Source: an optimization exercise on an open RTL-to-GDS flow (aim: small area, a short achievable clock period and few clock cycles per item). Production flows keep margins and buffers that such runs may drop. Where RTL was checked, it was by simulation tests only, not by an equivalence proof against the original.

==> violet <==
Design mult_div_unit, start of the top module:
module mult_div_unit
#(
   parameter int WIDTH = MD_WIDTH
) (
   input  logic             clk,
   input  logic             rst,
   input  logic             mult_en_e,
   input  logic             div_en_e,
   input  logic             unsigned_instr_e,
   input  logic             hi_write_e,
   input  logic             lo_write_e,
   input  logic [1:0]       hi_src_e,
   input  logic [1:0]       lo_src_e,
   input  logic [WIDTH-1:0] src_a_e,
   input  logic [WIDTH-1:0] src_b_e,
   output logic [WIDTH-1:0] hi_out,
   output logic [WIDTH-1:0] lo_out,
   output logic             busy,
   output logic             done
);
clock: 11.0 ns
lec_check: 0
cap_margin: 20
core_margin: 2
core_utilization: 40
cts_buf_list: sky130_fd_sc_hd__clkbuf_4 sky130_fd_sc_hd__clkbuf_8
slew_margin: 20
standard.sh (not shown) runs the stock make flow with config.mk's settings and CLKGATE_MAP_FILE= SYNTH_SCRIPT=/design/flow/synth_recipe.tcl, a recipe that flattens the netlist after the stock synthesis.
==> flow/flow/run.sh <==
#!/bin/bash
# Layout flow: the standard ORFS flow (standard synthesis, floorplan,
# placement, CTS, routing) with two changes:
#  - timing repair is asked to leave more setup slack than the clock period
#    needs (flow/setup_margin, in ns), so the achieved period shrinks;
#  - the port buffers are plain buffers (flow/port_buffer) instead of the
#    delay cell the resizer picks by default.
# All of make's output goes to flow_make.log in the work folder; ORFS keeps
# each tool's own log under orfs/logs.
set -euo pipefail
MARGIN=$(cat flow/setup_margin)
PORTBUF=$(cat flow/port_buffer)
bash standard.sh SETUP_SLACK_MARGIN="$MARGIN" "BUFFER_PORTS_ARGS=-buffer_cell $PORTBUF" finish > flow_make.log 2>&1
==> flow/flow/port_buffer <==
sky130_fd_sc_hd__buf_1
==> flow/flow/setup_margin <==
6.5
==> lagoon: changes against violet <==
--- a/flow/design.v
+++ b/flow/design.v
@@ -58,15 +58,15 @@
    output logic [WIDTH-1:0] lo_out,
    output logic             busy,
    output logic             done
 );
    localparam int AW   = WIDTH + 5;           
    localparam int LW   = $clog2(WIDTH) + 1;   
    localparam int SKIP = 8;                   
-   localparam int NCP  = 2;                   
+   localparam int NCP  = 4;                   
    logic             op_mul_q,  op_mul_d;     
    logic             op_mulc_q, op_mulc_d;    
    logic             op_dpre_q, op_dpre_d;    
    logic             op_skip_q, op_skip_d;    
    logic             op_step_q, op_step_d;    
    logic             op_dcor_q, op_dcor_d;    
    logic             op_dnq_q,  op_dnq_d;     
@@ -84,15 +84,15 @@
    logic             short_q, short_d;  
    logic             negq_q, negq_d;   
    logic             negr_q, negr_d;   
    logic [NCP-1:0]   one0_r, two0_r, neg0_r, one1_r, two1_r, neg1_r, cin_r;
    logic [NCP-1:0]   xdiv_r, xnlo_r, xnhi_r;    
    logic [NCP-1:0]   one0_c, two0_c, neg0_c, one1_c, two1_c, neg1_c, cin_c;
    logic [NCP-1:0]   xdiv_c, xnlo_c, xnhi_c;
-   localparam logic [NCP-1:0] INV = 2'b10;
+   localparam logic [NCP-1:0] INV = 4'b1010;
    assign one0_c = one0_r ^ INV;
    assign two0_c = two0_r ^ INV;
    assign neg0_c = neg0_r ^ INV;
    assign one1_c = one1_r ^ INV;
    assign two1_c = two1_r ^ INV;
    assign neg1_c = neg1_r ^ INV;
    assign cin_c  = cin_r ^ INV;
@@ -386,12 +386,25 @@
                    op_step_d, op_dpre_d | op_dnq_d, op_dnr_d};
    always_ff @(posedge clk) begin
       for (int c = 0; c < 2; c++) begin
          {one0_r[c], two0_r[c], neg0_r[c], one1_r[c], two1_r[c], neg1_r[c], cin_r[c],
           xdiv_r[c], xnlo_r[c], xnhi_r[c]} <= ctl_d ^ {10{INV[c]}};
       end
    end
+   always_ff @(posedge clk or posedge rst) begin
+      if (rst) begin
+         for (int c = 2; c < NCP; c++) begin
+            {one0_r[c], two0_r[c], neg0_r[c], one1_r[c], two1_r[c], neg1_r[c], cin_r[c],
+             xdiv_r[c], xnlo_r[c], xnhi_r[c]} <= '0;
+         end
+      end else begin
+         for (int c = 2; c < NCP; c++) begin
+            {one0_r[c], two0_r[c], neg0_r[c], one1_r[c], two1_r[c], neg1_r[c], cin_r[c],
+             xdiv_r[c], xnlo_r[c], xnhi_r[c]} <= ctl_d ^ {10{INV[c]}};
+         end
+      end
+   end
    assign hi_out = hi_q;
    assign lo_out = lo_q;
    assign busy   = busy_q;
    assign done   = done_q;
 endmodule
==> flow/config.mk (replaced) <==
export PLATFORM = sky130hd
export DESIGN_NAME = mult_div_unit
export DESIGN_NICKNAME = mult_div_unit
export VERILOG_FILES = /design/flow/design.v
export SDC_FILE = /design/flow/constraint.sdc
export NUM_CORES = 4
export LEC_CHECK = 0
export CAP_MARGIN = 20
export CORE_MARGIN = 2
export CORE_UTILIZATION = 60
export CTS_BUF_LIST = sky130_fd_sc_hd__clkbuf_4 sky130_fd_sc_hd__clkbuf_8
export SLEW_MARGIN = 20
==> fjord: changes against violet <==
--- a/flow/design.v
+++ b/flow/design.v
@@ -58,23 +58,24 @@
    output logic [WIDTH-1:0] lo_out,
    output logic             busy,
    output logic             done
 );
    localparam int AW   = WIDTH + 5;           
    localparam int LW   = $clog2(WIDTH) + 1;   
    localparam int SKIP = 8;                   
-   localparam int NCP  = 2;                   
+   localparam int NCP  = 4;                   
    logic             op_mul_q,  op_mul_d;     
    logic             op_mulc_q, op_mulc_d;    
    logic             op_dpre_q, op_dpre_d;    
    logic             op_skip_q, op_skip_d;    
    logic             op_step_q, op_step_d;    
    logic             op_dcor_q, op_dcor_d;    
    logic             op_dnq_q,  op_dnq_d;     
    logic             op_dnr_q,  op_dnr_d;     
+   logic             op_fast_q, op_fast_d;    
    logic [WIDTH-1:0] hi_q, hi_d;
    logic [WIDTH-1:0] lo_q, lo_d;
    logic             busy_q, busy_d;
    logic             done_q, done_d;
    logic [WIDTH:0]   m_q, m_d;         
    logic             ext_q, ext_d;     
    logic [LW-1:0]    cnt_q, cnt_d;     
@@ -84,15 +85,15 @@
    logic             short_q, short_d;  
    logic             negq_q, negq_d;   
    logic             negr_q, negr_d;   
    logic [NCP-1:0]   one0_r, two0_r, neg0_r, one1_r, two1_r, neg1_r, cin_r;
    logic [NCP-1:0]   xdiv_r, xnlo_r, xnhi_r;    
    logic [NCP-1:0]   one0_c, two0_c, neg0_c, one1_c, two1_c, neg1_c, cin_c;
    logic [NCP-1:0]   xdiv_c, xnlo_c, xnhi_c;
-   localparam logic [NCP-1:0] INV = 2'b10;
+   localparam logic [NCP-1:0] INV = 4'b1010;
    assign one0_c = one0_r ^ INV;
    assign two0_c = two0_r ^ INV;
    assign neg0_c = neg0_r ^ INV;
    assign one1_c = one1_r ^ INV;
    assign two1_c = two1_r ^ INV;
    assign neg1_c = neg1_r ^ INV;
    assign cin_c  = cin_r ^ INV;
@@ -167,24 +168,25 @@
    logic [2:0]       bd0, bd1;
    logic             sh_a;
    function automatic logic is_short(input logic [WIDTH-1:0] v, input logic uns);
       is_short = uns ? ~|v[WIDTH-1:15] : (&v[WIDTH-1:15] | ~|v[WIDTH-1:15]);
    endfunction
    assign sh_a = is_short(src_a_e, unsigned_instr_e);
    assign idle = ~(op_mul_q | op_mulc_q | op_dpre_q | op_skip_q | op_step_q |
-                   op_dcor_q | op_dnq_q | op_dnr_q);
+                   op_dcor_q | op_dnq_q | op_dnr_q | op_fast_q);
    always_comb begin
       op_mul_d  = 1'b0;
       op_mulc_d = 1'b0;
       op_dpre_d = 1'b0;
       op_skip_d = 1'b0;
       op_step_d = 1'b0;
       op_dcor_d = 1'b0;
       op_dnq_d  = 1'b0;
       op_dnr_d  = 1'b0;
+      op_fast_d = 1'b0;
       hi_d   = hi_q;
       lo_d   = lo_q;
       busy_d = busy_q;
       done_d = 1'b0;
       m_d    = m_q;
       ext_d  = ext_q;
       cnt_d  = cnt_q;
@@ -202,15 +204,15 @@
       neg1_d = 1'b0;
       cin_d  = 1'b1;
       bd0 = booth(lo_q[5], lo_q[4], lo_q[3]);
       bd1 = booth(lo_q[7], lo_q[6], lo_q[5]);
       if (idle) begin
          if (mult_en_e || div_en_e) begin
             lo_d    = src_a_e;
-            hi_d    = mult_en_e ? '0 : src_a_e;
+            hi_d    = '0;
             ext_d   = 1'b0;
             m_d     = {~unsigned_instr_e & src_b_e[WIDTH-1], src_b_e};
             sa_d    = ~unsigned_instr_e & src_a_e[WIDTH-1];
             cf_d    = unsigned_instr_e & src_a_e[WIDTH-1];
             short_d = sh_a;
             cnt_d   = sh_a ? LW'(WIDTH / 8) : LW'(WIDTH / 4);
             busy_d  = 1'b1;
@@ -261,28 +263,31 @@
          done_d = 1'b1;
       end
       if (op_dpre_q) begin
          negq_d = (sa_q ^ sb) & ~div0;
          negr_d = sa_q;
          n_d    = nsteps[LW-1:0];
          cnt_d  = LW'(WIDTH);
+         if (sa_q) lo_d = sum[WIDTH-1:0];
          if (fast) begin
-            lo_d   = '0;
-            busy_d = 1'b0;
-            done_d = 1'b1;
+            op_fast_d = 1'b1;
          end else begin
-            hi_d = '0;
-            if (sa_q) lo_d = sum[WIDTH-1:0];
             if (nsteps <= (LW+1)'(WIDTH - SKIP)) op_skip_d = 1'b1;
             else                                 op_step_d = 1'b1;
             one0_d = 1'b1;
             neg0_d = ~sb;
             cin_d  = ~sb;
          end
       end
+      if (op_fast_q) begin
+         hi_d   = negr_q ? sum[WIDTH-1:0] : lo_q;
+         lo_d   = '0;
+         busy_d = 1'b0;
+         done_d = 1'b1;
+      end
       if (op_skip_q) begin
          {hi_d, lo_d} = {hi_q, lo_q} << SKIP;
          cnt_d = cnt_q - LW'(SKIP);
          if ({1'b0, cnt_q} >= ({1'b0, n_q} + (LW+1)'(2 * SKIP))) op_skip_d = 1'b1;
          else                                                   op_step_d = 1'b1;
          one0_d = 1'b1;
          neg0_d = ~sb;
@@ -347,27 +352,29 @@
          op_mulc_q <= 1'b0;
          op_dpre_q <= 1'b0;
          op_skip_q <= 1'b0;
          op_step_q <= 1'b0;
          op_dcor_q <= 1'b0;
          op_dnq_q  <= 1'b0;
          op_dnr_q  <= 1'b0;
+         op_fast_q <= 1'b0;
          hi_q      <= '0;
          lo_q      <= '0;
          busy_q    <= 1'b0;
          done_q    <= 1'b0;
       end else begin
          op_mul_q  <= op_mul_d;
          op_mulc_q <= op_mulc_d;
          op_dpre_q <= op_dpre_d;
          op_skip_q <= op_skip_d;
          op_step_q <= op_step_d;
          op_dcor_q <= op_dcor_d;
          op_dnq_q  <= op_dnq_d;
          op_dnr_q  <= op_dnr_d;
+         op_fast_q <= op_fast_d;
          hi_q      <= hi_d;
          lo_q      <= lo_d;
          busy_q    <= busy_d;
          done_q    <= done_d;
       end
    end
    always_ff @(posedge clk) begin
@@ -379,19 +386,32 @@
       cf_q   <= cf_d;
       short_q <= short_d;
       negq_q <= negq_d;
       negr_q <= negr_d;
    end
    logic [9:0] ctl_d;
    assign ctl_d = {one0_d, two0_d, neg0_d, one1_d, two1_d, neg1_d, cin_d,
-                   op_step_d, op_dpre_d | op_dnq_d, op_dnr_d};
+                   op_step_d, op_dpre_d | op_dnq_d | op_fast_d, op_dnr_d};
    always_ff @(posedge clk) begin
       for (int c = 0; c < 2; c++) begin
          {one0_r[c], two0_r[c], neg0_r[c], one1_r[c], two1_r[c], neg1_r[c], cin_r[c],
           xdiv_r[c], xnlo_r[c], xnhi_r[c]} <= ctl_d ^ {10{INV[c]}};
       end
    end
+   always_ff @(posedge clk or posedge rst) begin
+      if (rst) begin
+         for (int c = 2; c < NCP; c++) begin
+            {one0_r[c], two0_r[c], neg0_r[c], one1_r[c], two1_r[c], neg1_r[c], cin_r[c],
+             xdiv_r[c], xnlo_r[c], xnhi_r[c]} <= '0;
+         end
+      end else begin
+         for (int c = 2; c < NCP; c++) begin
+            {one0_r[c], two0_r[c], neg0_r[c], one1_r[c], two1_r[c], neg1_r[c], cin_r[c],
+             xdiv_r[c], xnlo_r[c], xnhi_r[c]} <= ctl_d ^ {10{INV[c]}};
+         end
+      end
+   end
    assign hi_out = hi_q;
    assign lo_out = lo_q;
    assign busy   = busy_q;
    assign done   = done_q;
 endmodule
==> flow/run.sh (new file) <==
#!/bin/bash
# synth_recipe.tcl (not shown) runs the flow's synth.tcl, then flattens the netlist and writes it again
# the make line also repeats each setting of config.mk as NAME=value (left out here)
make -C /OpenROAD-flow-scripts/flow DESIGN_CONFIG=/design/flow/config.mk WORK_HOME=/design/flow/orfs CLKGATE_MAP_FILE= SYNTH_SCRIPT=/design/flow/synth_recipe.tcl finish
==> flow/config.mk (replaced) <==
export PLATFORM = sky130hd
export DESIGN_NAME = mult_div_unit
export DESIGN_NICKNAME = mult_div_unit
export VERILOG_FILES = /design/flow/design.v
export SDC_FILE = /design/flow/constraint.sdc
export NUM_CORES = 4
export LEC_CHECK = 0
export CAP_MARGIN = 20
export CORE_MARGIN = 2
export CORE_UTILIZATION = 40
export SETUP_SLACK_MARGIN = 5
export SLEW_MARGIN = 20
removed: flow/flow/run.sh
removed: flow/flow/port_buffer
removed: flow/flow/setup_margin
removed: flow/standard.sh
==> run notes <==
                                                                                   fjord                  violet                  lagoon
GRT met3 Usage                                                                       8.76%                   6.87%                   11.2%
Result of the run                                         no timing/DRC/antenna violations  no timing/DRC/antenna violations  no timing/DRC/antenna violations
Initial DRC count                                                                     2740                    2116                    2608
Vias in the first global route                                                       16400                   15300                   15100
Effective utilization at floorplan                                                   40.3%                   40.6%                   60.7%
Mean post-synth cell area                                                         7.99 um2                7.86 um2                8.10 um2
Layout sequential cell count                                                           173                     156                     172
Simple-Gate Fraction of Synth Area                                                   17.3%                   18.4%                   16.1%
Number of buffers other than clock buffers in the final layout                         170                     198                     209
Vias after detailed routing                                                          17500                   16800                   16500
Total routed wire length on the met1 layer                                        29900 um                27300 um                21800 um
Startpoint of the most critical hold path                                           busy_q                   ext_q                  busy_q
Post-route standard cell area excluding fillers                                 0.0191 mm2              0.0179 mm2              0.0175 mm2
Post-cts repair resize count                                                             0                      64                      37
Category of the most critical setup path                        primary input to flip-flop  flip-flop to flip-flop  flip-flop to flip-flop
Number of clock-tree buffers in the layout                                              17                      21                      17
WP depth                                                                                10                      14                      18
Proportion of final cell area spent on non-clock buffers                             8.53%                   5.65%                   6.00%
Final worst path period need                                                       5500 ps                 4440 ps                 4470 ps
Data arrival, critical path                                                        5870 ps                 4890 ps                 4860 ps
Seq/Total Area, Yosys                                                                26.3%                   25.4%                   28.0%
Nets in the synthesized netlist                                                       2282                    2182                    2116
Testbench counts of violet, summed over its fixed seeds: cycles 23,002, ops 2,400.
Testbench counts of lagoon, summed over its fixed seeds: cycles 23,002, ops 2,400.
Function not checked in fjord: the RTL went through the layout flow alone.

==> port drivers added, routing unchanged <==
The results above use ideal ports. As a check the final layouts listed here were re-extracted and re-timed, cells and wires unchanged.
Step 1 sets driving cells, clkbuf_16 on the clock port and buf_2 on the other inputs (assumed; they add their load-dependent delay and slew).
Step 2 adds t to the input delays and takes it off the output delays; t is the mean of the earliest and latest rising clock arrival at the registers after step 1. Input paths then give back, and output paths get back, about the clock's delay inside the block.
Three values: no drivers, after step 1, after step 2; two values: the first two.
| run | t, ns | setup slack, ns | hold WS [ns] | worst slew at a driven data input, ns |
|---|---|---|---|---|
| violet | 0.550 | 6.563 / 6.563 / 6.235 | 0.526 / 0.526 / 0.526 | 0.04 |
| lagoon | 0.537 | 6.530 / 6.530 / 6.148 | 0.521 / 0.521 / 0.521 | 0.03 |
| fjord | 0.526 | 5.503 / 5.533 / 5.007 | 0.512 / 0.512 / 0.512 | 0.05 |
After both steps setup and hold are still met in every run listed. The setup slack of fjord, which loses most, moves by +0.030 ns with the drivers and by -0.496 ns with both steps.
